Context: an optimization exercise on an open-source flow, tuned for small area and a short achievable clock period. The choices shown serve that exercise and are no tape-out recipe. The RTL was checked by simulation tests, not by an equivalence proof against the original design. Power figures rest on the tool's default switching activity, not on a simulated workload.

**design/flow/design.v**
```verilog
`default_nettype none
`timescale 1ns/1ns
package board_pkg;
    localparam int grid_dim  = 4;   
    localparam int num_cells = grid_dim * grid_dim;
    localparam int tile_w    = 4;
    typedef logic [tile_w-1:0] tile_t;
    localparam tile_t tile_max = tile_t'(15);
    typedef tile_t [num_cells-1:0] grid_t;
    typedef tile_t [grid_dim-1:0] line_t;
    typedef enum logic [1:0] {
        dir_left  = 2'd0,
        dir_right = 2'd1,
        dir_up    = 2'd2,
        dir_down  = 2'd3
    } dir_e;
    typedef struct packed {
        logic                         en;
        logic [$clog2(num_cells)-1:0] loc;
        tile_t                        value;
    } preset_t;
endpackage
`default_nettype wire
`default_nettype none
`timescale 1ns/1ns
module line_slider (
    input  wire [3:0]             nz,
    input  wire [15:0]            pr,
    output logic [15:0]           sel,
    output logic [3:0]            merged
);
    logic [3:0] lead, absb, alive;
    always_comb begin
        lead[0] = pr[0*4+1] | pr[0*4+2] | pr[0*4+3];
        absb[0] = 1'b0;
        absb[1] = pr[0*4+1];
        lead[1] = (pr[1*4+2] | pr[1*4+3]) & ~absb[1];
        absb[2] = pr[0*4+2] | (pr[1*4+2] & lead[1]);
        lead[2] = pr[2*4+3] & ~absb[2];
        absb[3] = pr[0*4+3] | (pr[1*4+3] & lead[1]) | (pr[2*4+3] & lead[2]);
        lead[3] = 1'b0;
        alive   = nz & ~absb;
    end
    always_comb begin
        int d;
        sel    = '0;
        merged = '0;
        d      = 0;
        for (int i = 0; i < 4; i++) begin
            for (int j = 0; j <= i; j++) begin
                if (alive[i] && d == j) begin
                    sel[j*4+i] = 1'b1;
                    if (lead[i]) merged[j] = 1'b1;
                end
            end
            if (alive[i]) d++;
        end
    end
endmodule
`default_nettype wire
`default_nettype none
`timescale 1ns/1ns
module board_mover (
    input  wire [63:0]            grid,
    input  wire [3:0]             dir,       
    output logic [63:0]           next_grid,
    output logic [15:0]           merges,
    output logic                  movable
);
    function automatic int cell_of(input int d, input int k, input int i);
        case (d)
            0:       cell_of = k * 4 + i;
            1:       cell_of = k * 4 + (3 - i);
            2:       cell_of = i * 4 + k;
            default: cell_of = (3 - i) * 4 + k;
        endcase
    endfunction
    logic [15:0] cnz;              
    logic [15:0] peq_row [4];      
    logic [15:0] peq_col [4];      
    logic [15:0] ppr_row [4];      
    logic [15:0] ppr_col [4];      
    always_comb begin
        for (int c = 0; c < 16; c++)
            cnz[c] = grid[c*4 +: 4] != 4'd0;
        for (int k = 0; k < 4; k++) begin
            peq_row[k] = '0; peq_col[k] = '0;
            ppr_row[k] = '0; ppr_col[k] = '0;
            for (int a = 0; a < 4; a++) begin
                for (int b = a + 1; b < 4; b++) begin
                    logic gap_r, gap_c;
                    peq_row[k][a*4+b] = grid[(k*4+a)*4 +: 4] == grid[(k*4+b)*4 +: 4];
                    peq_col[k][a*4+b] = grid[(a*4+k)*4 +: 4] == grid[(b*4+k)*4 +: 4];
                    gap_r = 1'b0; gap_c = 1'b0;
                    for (int m = a + 1; m < b; m++) begin
                        gap_r = gap_r | cnz[k*4+m];
                        gap_c = gap_c | cnz[m*4+k];
                    end
                    ppr_row[k][a*4+b] = cnz[k*4+a] & peq_row[k][a*4+b] & ~gap_r;
                    ppr_col[k][a*4+b] = cnz[a*4+k] & peq_col[k][a*4+b] & ~gap_c;
                end
            end
        end
    end
    logic [15:0] lsel [4][4];
    logic [3:0]  lmrg [4][4];
    for (genvar d = 0; d < 4; d++) begin : g_dir
        for (genvar k = 0; k < 4; k++) begin : g_line
            logic [3:0]  lnz;
            logic [15:0] lpr;
            always_comb begin
                lpr = '0;
                for (int i = 0; i < 4; i++) begin
                    lnz[i] = cnz[cell_of(d, k, i)];
                    for (int j = i + 1; j < 4; j++) begin
                        int ci, cj;
                        ci = (d == 0 || d == 2) ? i : 3 - i;
                        cj = (d == 0 || d == 2) ? j : 3 - j;
                        if (d < 2)
                            lpr[i*4+j] = ppr_row[k][(ci < cj) ? ci*4+cj : cj*4+ci];
                        else
                            lpr[i*4+j] = ppr_col[k][(ci < cj) ? ci*4+cj : cj*4+ci];
                    end
                end
            end
            line_slider u_ctrl (
                .nz     (lnz),
                .pr     (lpr),
                .sel    (lsel[d][k]),
                .merged (lmrg[d][k])
            );
        end
    end
    logic hold;
    assign hold = ~|dir;
    always_comb begin
        next_grid = '0;
        merges    = '0;
        for (int c = 0; c < 16; c++) begin
            logic [3:0] v;
            logic       m;
            v = hold ? grid[c*4 +: 4] : 4'd0;
            m = 1'b0;
            for (int d = 0; d < 4; d++) begin
                for (int k = 0; k < 4; k++) begin
                    for (int j = 0; j < 4; j++) begin
                        if (cell_of(d, k, j) == c) begin
                            for (int i = j; i < 4; i++) begin
                                if (dir[d] && lsel[d][k][j*4+i])
                                    v = v | grid[cell_of(d, k, i)*4 +: 4];
                            end
                            if (dir[d] && lmrg[d][k][j])
                                m = 1'b1;
                        end
                    end
                end
            end
            merges[c] = m;
            if (m && v != 4'd15)
                next_grid[c*4 +: 4] = v + 4'd1;
            else
                next_grid[c*4 +: 4] = v;
        end
    end
    always_comb begin
        movable = ~&cnz;
        for (int k = 0; k < 4; k++)
            for (int a = 0; a < 3; a++)
                movable = movable | peq_row[k][a*4+a+1] | peq_col[k][a*4+a+1];
    end
endmodule
`default_nettype wire
`default_nettype none
`timescale 1ns/1ns
`default_nettype wire
`default_nettype none
`timescale 1ns/1ns
module tile_array (
    input  wire                       clk,
    input  wire                       rst,
    input  wire                       preset_en,
    input  wire [3:0]                 preset_loc,
    input  wire [3:0]                 preset_value,
    input  wire [3:0]                 move_req,
    input  wire [63:0]                moved_grid,
    input  wire [15:0]                moved_merges,
    output logic [63:0]               grid,
    output logic [3:0]                move_dir,    
    output logic [3:0]                done,
    output logic [15:0]               merges
);
    always_comb begin
        move_dir = 4'b0000;
        if (!preset_en) begin
            if (move_req[1])      move_dir[1] = 1'b1;
            else if (move_req[2]) move_dir[2] = 1'b1;
            else if (move_req[3]) move_dir[3] = 1'b1;
            else if (move_req[0]) move_dir[0] = 1'b1;
        end
    end
    always_ff @(posedge clk) begin
        if (!rst) begin
            grid   <= '0;
            done   <= 4'b0000;
            merges <= '0;
        end else begin
            done <= preset_en ? 4'b0000 : move_req;
            for (int c = 0; c < 16; c++) begin
                if (preset_en && preset_loc == c)
                    grid[c*4 +: 4] <= preset_value;
                else
                    grid[c*4 +: 4] <= moved_grid[c*4 +: 4];
            end
            if (preset_en)
                merges <= '0;
            else if (move_req != 4'b0000)
                merges <= moved_merges;
        end
    end
endmodule
`default_nettype wire
`default_nettype none
`timescale 1ns/1ns
module board_top (
    input  wire                     clk,
    input  wire                     rst,
    input  wire                     preset_ext,
    input  wire [3:0]               preset_location,
    input  wire [3:0]               value_from_preset,
    input  wire [3:0]               ready_from_global,
    output logic [63:0]             total_current_state,
    output logic [3:0]              board_done,
    output logic                    movable,
    output logic [15:0]             score
);
    logic [63:0]        moved_grid;
    logic [3:0]         move_dir;
    logic [15:0]        moved_merges;
    tile_array u_tile_array (
        .clk          (clk),
        .rst          (rst),
        .preset_en    (preset_ext),
        .preset_loc   (preset_location),
        .preset_value (value_from_preset),
        .move_req     (ready_from_global),
        .moved_grid   (moved_grid),
        .moved_merges (moved_merges),
        .grid         (total_current_state),
        .move_dir     (move_dir),
        .done         (board_done),
        .merges       (score)
    );
    board_mover u_board_mover (
        .grid      (total_current_state),
        .dir       (move_dir),
        .next_grid (moved_grid),
        .merges    (moved_merges),
        .movable   (movable)
    );
endmodule
`default_nettype wire
```
**design/flow/constraint.sdc**
```tcl
create_clock -name core_clock -period 12.0 [get_ports {clk}]
set_input_delay 2.4000 -clock core_clock [delete_from_list [all_inputs] [get_ports {clk}]]
set_output_delay 2.4000 -clock core_clock [all_outputs]
set_load 0.01 [all_outputs]
```
**design/flow/config.mk**
```make
export PLATFORM = sky130hd
export DESIGN_NAME = board_top
export DESIGN_NICKNAME = board_top
export VERILOG_FILES = /design/flow/design.v
export SDC_FILE = /design/flow/constraint.sdc
export NUM_CORES = 4
export LEC_CHECK = 0
export CAP_MARGIN = 20
export CORE_MARGIN = 2
export CORE_UTILIZATION = 25
export PLACE_DENSITY = 0.5
export SLEW_MARGIN = 20
```
**design/flow/run.sh**
```bash
#!/bin/bash
# synth_recipe.tcl (not shown) runs the flow's synth.tcl, then flattens the netlist and writes it again
# the make line also repeats each setting of config.mk as NAME=value (left out here)
make -C /OpenROAD-flow-scripts/flow DESIGN_CONFIG=/design/flow/config.mk WORK_HOME=/design/flow/orfs CLKGATE_MAP_FILE= SYNTH_SCRIPT=/design/flow/synth_recipe.tcl finish
```
==> results.toml <==
[setup_path]
start_kind = "input pin"
cell_by_cell_trace_of_the_critical_path = "clkdlybuf4s50_1 -> nand2b_1 -> nor2_2 -> buf_4 -> nand2_1 -> a311o_1 -> or2_1 -> nor3b_1 -> a22oi_1 -> nand3_1 -> ha_1 -> a31oi_2 -> nand4_1 -> o221ai_1"
r2r_end = "u_tile_array.grid[40]$_SDFF_PN0_"
critPathLaunch = "ready_from_global[1]"
cp_data_required_time_ps = 12230
worst_path_largest_cell_delay_ps = 850
cp_data_arrival_time_ps = 6740
reg2reg_slack_ps = 6760
regToRegStartpoint = "u_tile_array.grid[42]$_SDFF_PN0_"
critPathMaxFanout = 25
timing.critical_path.slowest_stage_cell = "nor3b_1"
r2r_cells = 18
critical_path.endpoint = "u_tile_array.grid[53]$_SDFF_PN0_"
cp-end-kind = "register"
path_class = "in -> reg"

[logic_synthesis]
synthMostInstantiatedCell = "nand2_1"
synth_area_leaders = "dfxtp_1 (11%), xnor2_1 (8.0%), nand2_1 (5.0%), ha_1 (4.7%), xor2_1 (4.0%)"
post_synthesis_async_set_or_reset_flop_share_pct = 0
synth.ff_latch_count = 84
synth.cell_area_um2 = 15050
netlist.top_cell.by_area = "dfxtp_1"
syn-num-nets = 2163
synth-warning-count = 13
synth.avg_cell_area_um2 = 7.194
synth_top_flop_cell = "dfxtp_1"
netlist_top_cells_count = "nand2_1 (199), nor2_1 (148), xnor2_1 (137)"
synth_enable_flop_cells = 0
ys_seq_area_share_pct = 11.17
distinct_cell_type_count_of_the_synthesized_netlist = 105
synth_largest_type_area_fraction_pct = 11.17
syn_inst = 2092

[die]
initial_core_util_pct = 25.40
die_y_um = 249.4
row_count = 89
chipWidth_um = 249.4
floorplan.die_area_um2 = 62180
fp.coreArea_um2 = 59240
pin_count = 100

[power]
power.total_mw = 1.124
power.density_nw_per_um2 = 65.25
leakage_nw = 6.447
power.combinational.fraction_pct = 45.7
power_frac_seq_pct = 25.8
p_clk_share_pct = 28.4
worst_ir_drop_vdd_uv = 54.25
net_switching_power_mw = 0.5238
swShare_pct = 46.62
power.internal_mw = 0.5997

[global_route]
overall_global_routing_usage_pct = 29.99
grt_first_pass_wirelength_mm = 135.6
antenna_violations_before_repair = 6
grt_overflow_total = 0
first_global_vias = 18050
grt_start_max_net_pins = 52

[sta]
report.final.hold_viol_count = 0
skew_ps = 13.35
drv_slew = 0
finalSetupViolCount = 0
finalWorstPathRequiredPeriod_ps = 6510
rsz_0062_raised_after_global_routing = "no"
max-slew-margin-rel_pct = 13.80
post-route-worst-setup-slack_ps = 5490
final_min_period_over_clock_period_pct = 54.25
worst_hold_slack_ps = 461.9
final.setup.tns_ps = 0
f_max_mhz = 153.6
worst_slew_pin_slew_ps = 1290

[final_layout]
finish.cell_count_without_fillers = 2890
final_layout_size_suffix_gt1_share_pct = 10.30
filler_cell_count = 6577
final_util_pct = 29.06
n_antenna_cell = 0
final_design_area_no_fill_um2 = 17220
multi_input_comb_area_um2 = 12220
layout_area_overhead_pct = 14.41
area.sequential_um2 = 1682
layout.nets = 2183

[cts]
post_cts_hold_buffer_count = 0
post_cts.resized_instances = 0
clk_pin_slew_worst_paths_ps = 80
cts_post_setup_buffers_inserted = 0
clock_tree_from_tritoncts = "done"
cts-buffers-inserted = 9
ctsHtreeMaxLevel = 3
cts.path.max_buffers = 2
clock-sinks = 84
cts-root-buf = "clkbuf_16"
clkLatencyLatePin_ps = 410

[place]
place_hpwl_mm = 70.24
dpl-instance-area_um2 = 16890
dp_slack_ps = 5255
port_buffers = 99
placed_cells_incl_taps = 2874
gp_congestion = 1.017

[min_path]
timing.hold.worst.class = "reg -> reg"

[route]
drcViolationCount = 0
drtIter0Drc = 2433
first_pass_iters = 9
routed-via-count = 18990
drtAntennaViolNets = 0
drt-wirelength-per-cell_um = 33.41
avg_vias_per_cell = 6.571
wire_length_reported_by_the_detailed_router_mm = 96.55

[outcome]
outcome = "finished clean"

[flow_run]
cap_violations = 0
==> how the worst min path moves through the flow <==
stage / start / endpoint / slack, ps / cells past startpoint
after floorplan: u_tile_array.merges[0]$_SDFFE_PP0P_ / u_tile_array.merges[0]$_SDFFE_PP0P_ / 480 / 2
after global placement: u_tile_array.merges[2]$_SDFFE_PP0P_ / u_tile_array.merges[2]$_SDFFE_PP0P_ / 450 / 2
after detailed placement: u_tile_array.merges[8]$_SDFFE_PP0P_ / u_tile_array.merges[8]$_SDFFE_PP0P_ / 450 / 2
after CTS: u_tile_array.merges[15]$_SDFFE_PP0P_ / u_tile_array.merges[15]$_SDFFE_PP0P_ / 460 / 2
after global routing: u_tile_array.merges[12]$_SDFFE_PP0P_ / u_tile_array.merges[12]$_SDFFE_PP0P_ / 490 / 2
final: u_tile_array.merges[15]$_SDFFE_PP0P_ / u_tile_array.merges[15]$_SDFFE_PP0P_ / 460 / 2
==> layout make-up <==
class	count	area share, %
Clock buffer	9	1.308
Clock inverter	7	0.4796
Inverter	87	1.897
Multi-Input combinational cell	1732	70.95
Sequential cell	84	9.767
Tap cell	773	5.617
Timing Repair Buffer	198	9.985
==> power by group through the flow <==
stage / clock, mW / sequential, mW / combinational, mW
after floorplan: 0 / 0.298 / 0.304
after global placement: 0 / 0.297 / 0.493
after detailed placement: 0 / 0.297 / 0.491
after CTS: 0.323 / 0.290 / 0.494
after global routing: 0.329 / 0.291 / 0.539
final: 0.319 / 0.290 / 0.514
==> sequential cells by signal, summed over array words and instances, names as in the netlist <==
signal	count
u_tile_array.done	4
u_tile_array.grid	64
u_tile_array.merges	16
==> worst max-delay path, delay by kind of cell <==
kind            cells  cell delay (ps)
simple gates        7             2260
buf+inv             2             1060
compound gates      4              720
fa+ha+maj           1              260
==> logic make-up (layout without fill, tap and decap cells) <==
| group | after synthesis | in the layout | share of synthesized area (%) |
|---|---|---|---|
| simple gates | 813 | 813 | 29.53 |
| compound gates | 613 | 613 | 31.62 |
| buf+inv | 276 | 301 | 7.948 |
| xor+xnor | 205 | 205 | 11.93 |
| flops | 84 | 84 | 11.17 |
| fa+ha+maj | 56 | 56 | 4.656 |
| mux | 45 | 45 | 3.143 |
==> cells in the final DEF, fill, tap and decap left out, drive strengths merged, types with 16 or more instances in the layout <==
cell | netlist | routed
nand2 | 200 | 200
nor2 | 150 | 150
xnor2 | 137 | 137
nand3 | 108 | 108
buf | 120 | 102
clkdlybuf4s50 | 0 | 96
a21oi | 92 | 92
inv | 85 | 88
dfxtp | 84 | 84
nand4 | 72 | 72
xor2 | 68 | 68
o21ai | 66 | 66
ha | 56 | 56
nor3 | 49 | 49
a211oi | 48 | 48
a221o | 46 | 46
nor4 | 41 | 41
and3 | 38 | 38
a22oi | 31 | 31
a221oi | 30 | 30
and2 | 29 | 29
o211ai | 27 | 27
mux2i | 27 | 27
a31oi | 27 | 27
nand2b | 22 | 22
a211o | 21 | 21
or4 | 21 | 21
o22ai | 18 | 18
a222oi | 18 | 18
mux2 | 18 | 18
o31ai | 17 | 17
and4 | 16 | 16
==> layer usage <==
metal  wire length, um  GRT usage, %
met1             38390         37.45
met2             41780         46.38
met3              9550         6.625
met4              6747         19.54
met5                79             0

## static timing again, ports no longer ideal
The flow's constraints put no driver on any port. The routed layout listed below was extracted and timed again, unchanged, in two steps.
Step 1 assumes that a clkbuf_16 drives the clock port and a buf_2 every other input.
Step 2 adds t to the input delays and takes it off the output delays; t is the mean of the earliest and latest rising clock arrival at the registers after step 1. Input paths then give back, and output paths get back, about the clock's delay inside the block.
Three values: ideal, step 1, step 2; two values: the first two.
shift t [ns]: 0.459
setup slack, ns: 5.490 / 5.472 / 5.063
hold WS [ns]: 0.462 / 0.462 / 0.462
pins driven straight from the clock port: 1
After both steps this run still meets setup and hold. For this run, drivers alone change the setup slack by -0.018 ns; drivers and shift together by -0.427 ns.
